Context: an optimization exercise on an open-source flow, tuned for small area, a short achievable clock period and few clock cycles per item. The choices shown serve that exercise and are no tape-out recipe.
Where RTL was checked, it was by simulation tests only, not by an equivalence proof against the original.
Power figures rest on the tool's default switching activity, not on a simulated workload.

Setup of run 1:
// qkv_top
module qkv_top #(
	parameter int num_proj = 3
) (
	input  logic        clk,
	input  logic        reset_n,
	input  logic        dut_valid,
	output logic        dut_ready,
	output logic [15:0] input_read_address,
	input  logic [31:0] input_read_data,
	output logic [15:0] weight_read_address,
	input  logic [31:0] weight_read_data,
	output logic        result_write_enable,
	output logic [15:0] result_write_address,
	output logic [31:0] result_write_data
);
For scale: roughly 2800 cells after synthesis.
export LEC_CHECK = 0
export CAP_MARGIN = 20
export CORE_MARGIN = 2
export CORE_UTILIZATION = 40
export CTS_BUF_LIST = sky130_fd_sc_hd__clkbuf_8
export SLEW_MARGIN = 20
export SYNTH_HIERARCHICAL = 1
export SYNTH_MINIMUM_KEEP_SIZE = 0
export SETUP_SLACK_MARGIN = 6
create_clock -name core_clock -period 9.0 [get_ports {clk}]
standard.sh (not shown) runs the stock make flow with config.mk's settings and CLKGATE_MAP_FILE= SYNTH_SCRIPT=/design/flow/synth_recipe.tcl, a recipe that flattens the netlist after the stock synthesis.
==> flow/flow/run.sh <==
#!/bin/bash
set -e
MARGIN=6
echo "export SETUP_SLACK_MARGIN = $MARGIN" >> config.mk
bash standard.sh > standard.log 2>&1
No stage failed in run 1, and the final checks on the layout all came back clean.
Testbench counts of run 1, summed over its fixed seeds: cycles 54,315, macs 53,547.
--- input diff run 1..run 2 ---
- CORE_UTILIZATION changed from 40 to 60
- PLACE_DENSITY newly set to 0.72
- CTS_BUF_LIST removed (was sky130_fd_sc_hd__clkbuf_8)
Run 2: all stages complete, timing, DRC and antenna checks passed. The lower placer congestion estimate came out of run 2. Looking at first-pass GRT wire length, run 2 sits 7000 um below run 1. Against run 1 as the reference, run 2 delivers a lower post-layout worst setup margin. Total power for run 2 is higher than for run 1. [compare] base=run 1 new=run 2: area fraction in compound gates after synthesis about even; detailed-routing wirelength on met1 now sits lower; global-route met2 utilization went up 13 points. From run 1 to run 2 the numbers moved as follows: DRC violation total after the first TritonRoute iteration went up about 37%; number of placement rows lost 18%; aggregate routed wire length has decreased. Density: run 2 denser than run 1.
Modified inputs, run 3 compared to run 2
- an added CTS_BUF_LIST of sky130_fd_sc_hd__clkbuf_4
- a deleted PLACE_DENSITY that had been 0.72
- a change of CORE_UTILIZATION from 60 to 40
Findings:
Of run 2 and run 3, the run reporting the lower largest net degree at the start of global routing was run 2. Taking run 2 as the reference, in run 3 effective utilization at floorplan decreased 20 points; area of the die rose by about 50%; highest clock frequency the design can meet decreased by 6.3% relative to the old numbers.
[inputs] run 4 vs run 3
- CTS_BUF_LIST removed (was sky130_fd_sc_hd__clkbuf_4)
### Flow results
- Summary of the comparison: share of the clock period used by the worst path is lower in run 4, relative to run 3.
- Looking at slowest cell on the critical path, the sky130_fd_sc_hd__fa_1 result is from run 4; the sky130_fd_sc_hd__dfxtp_4 one comes from run 3.
- Relative to run 3, total CTS buffers decreased by 86 in run 4.
- Run 4 packs its core looser than run 3.
- Wire length on met1, run 4 vs run 3: up by a few percent
- Of the two values seen for launch point of the critical path, u_mac_unit.b_two[2] was produced by run 4 and u_operand_fetch.weight_read_address[6] by run 3.
- When run 4 is set beside run 3, its sequential share of layout area turns out to be 0.34 points larger.
- Count of cell instances traversed by the critical path (higher): run 4
- Measured against each other, run 3 and run 4 differ in power, the lower figure coming from run 3.
- The combinational power of run 3 and that of run 4 are within noise of each other.
- Relative to run 3, run 4 improves cell area.
- Diff run 3 -> run 4: total track usage saw a decrease, final critical path time including I/O delays and setup saw a decrease.

========
Another version of the RTL of qkv_top (not shown whole).
Size: about 510 flip-flops, roughly 150 I/O pins, roughly 30,000 um^2 of cells after synthesis.
Settings: LEC_CHECK=0, CAP_MARGIN=20, CORE_MARGIN=2, CORE_UTILIZATION=40, SLEW_MARGIN=20, SETUP_SLACK_MARGIN=6; clock period 9.0 ns.
==> flow/flow/run.sh <==
#!/bin/bash
set -e
cp standard.sh standard_copy.txt
cat config.mk > config_before.txt
MARGIN=$(cat flow/margin.txt)
echo "export SETUP_SLACK_MARGIN = $MARGIN" >> config.mk
bash standard.sh > standard.log 2>&1
==> flow/flow/margin.txt <==
6
Testbench counts at the start, summed over its fixed seeds: cycles 54,315, macs 53,547.
Rerun with:
==> flow/run.sh (new file) <==
#!/bin/bash
# synth_recipe.tcl (not shown) runs the flow's synth.tcl, then flattens the netlist and writes it again
# the make line also repeats each setting of config.mk as NAME=value (left out here)
make -C /OpenROAD-flow-scripts/flow DESIGN_CONFIG=/design/flow/config.mk WORK_HOME=/design/flow/orfs CLKGATE_MAP_FILE= SYNTH_SCRIPT=/design/flow/synth_recipe.tcl finish
--- a/flow/config.mk
+++ b/flow/config.mk
@@ -10,3 +10,2 @@
 export CORE_UTILIZATION = 40
 export SLEW_MARGIN = 20
-export SETUP_SLACK_MARGIN = 6
removed: flow/flow/run.sh
removed: flow/flow/margin.txt
removed: flow/standard.sh
Outcome: The changed run produced a clean layout; global-route usage goes down by 0.89 points; sequential share of layout area grows by 0.71 points; routed wire length came out lower by 5.4%; flip-flop and latch count does not change; cell area went down by 4.3%; count of clock-buffer cells in the layout falls by 11.
Rerun with:
--- a/flow/config.mk
+++ b/flow/config.mk
@@ -9,3 +9,4 @@
 export CORE_MARGIN = 2
 export CORE_UTILIZATION = 40
+export SETUP_SLACK_MARGIN = 5
 export SLEW_MARGIN = 20
The new run finished with timing, DRC and antenna clean.
Fmax went up by 2.8%.
Synthesized cell count stays the same.
Power barely changes.
First-iteration DRC count barely changes.
Worst setup slack gains 0.10 ns.
Clock skew is about the same.

========
Another version of the RTL of qkv_top (not shown whole).
Size in the first run: ~150 I/O pins.
export LEC_CHECK = 0
export CAP_MARGIN = 20
export CORE_MARGIN = 2
export CORE_UTILIZATION = 40
export SLEW_MARGIN = 20
export SYNTH_HIERARCHICAL = 1
export SYNTH_MINIMUM_KEEP_SIZE = 0
export SETUP_SLACK_MARGIN = 6
export BUFFER_PORTS_ARGS = -buffer_cell sky130_fd_sc_hd__buf_2
export CTS_ARGS = -sink_clustering_enable -repair_clock_nets -dont_use_dummy_load
create_clock -name core_clock -period 9.0 [get_ports {clk}]
==> flow/flow/run.sh <==
#!/bin/bash
set -e
MARGIN=6
cat >> config.mk <<EOS
export SETUP_SLACK_MARGIN = $MARGIN
export BUFFER_PORTS_ARGS = -buffer_cell sky130_fd_sc_hd__buf_2
export CTS_ARGS = -sink_clustering_enable -repair_clock_nets -dont_use_dummy_load
EOS
bash standard.sh > standard.log 2>&1
The baseline passed the timing, DRC and antenna checks.
Rerun with:
==> flow/flow/run.sh (replaced) <==
#!/bin/bash
set -e
MARGIN=6
echo "export SETUP_SLACK_MARGIN = $MARGIN" >> config.mk
bash standard.sh > standard.log 2>&1
--- a/flow/config.mk
+++ b/flow/config.mk
@@ -15,2 +14,0 @@
-export BUFFER_PORTS_ARGS = -buffer_cell sky130_fd_sc_hd__buf_2
-export CTS_ARGS = -sink_clustering_enable -repair_clock_nets -dont_use_dummy_load
=> The changed run finished with timing, DRC and antenna clean; final cell count came out higher by 1.9%; clock skew came out lower by 0.0099 ns; total power came out higher by 6.4%; die area does not change; via count came out higher by 0.78%; hold slack hardly moves; sequential power hardly moves; critical path depth came out lower by 7; global-route usage came out higher by 0.31 points.
No run of this note included a check of the RTL's function; only the layout flow was run.

re-timing with driven ports:
The results above use ideal ports. As a check the final layouts listed here were re-extracted and re-timed, cells and wires unchanged. Step 1: set_driving_cell puts a clkbuf_16 on clk and a buf_2 on each other input, an assumption about the parent block. Step 2 times the ports against the registers' clock, not the clock port: input delays grow and output delays shrink by t, the midpoint of the rising clock arrivals with the driver on. a / b / c = ideal ports / drivers / drivers and shift; a / b = the first two.
run | t, ns | setup WS [ns] | worst setup path after step 2 | clock arrival spread, ns
run 1 | 0.753 | 5.951 / 5.921 / 5.468 | input to register | 0.046 / 0.046
run 2 | 0.674 | 5.909 / 5.909 / 5.518 | input to register | 0.024 / 0.024
run 3 | 1.014 | 5.700 / 5.634 / 5.438 | input to register | 0.103 / 0.104
run 4 | 0.690 | 5.997 / 5.985 / 5.459 | input to register | 0.026 / 0.026
the first run of note 2 | 0.688 | 5.883 / 5.883 / 5.883 | register to register | 0.079 / 0.078
the second run of note 2 | 0.702 | 5.158 / 5.158 / 5.158 | register to register | 0.052 / 0.052
the third run of note 2 | 0.702 | 5.263 / 5.263 / 5.263 | register to register | 0.053 / 0.052
the first run of note 3 | 0.667 | 5.916 / 5.916 / 5.745 | input to register | 0.071 / 0.071
the second run of note 3 | 0.681 | 5.982 / 5.921 / 5.414 | input to register | 0.064 / 0.064
After both steps every run listed still meets setup and hold. The setup slack of the second run of note 3, which loses most, moves by -0.061 ns with the drivers and by -0.568 ns with both steps.
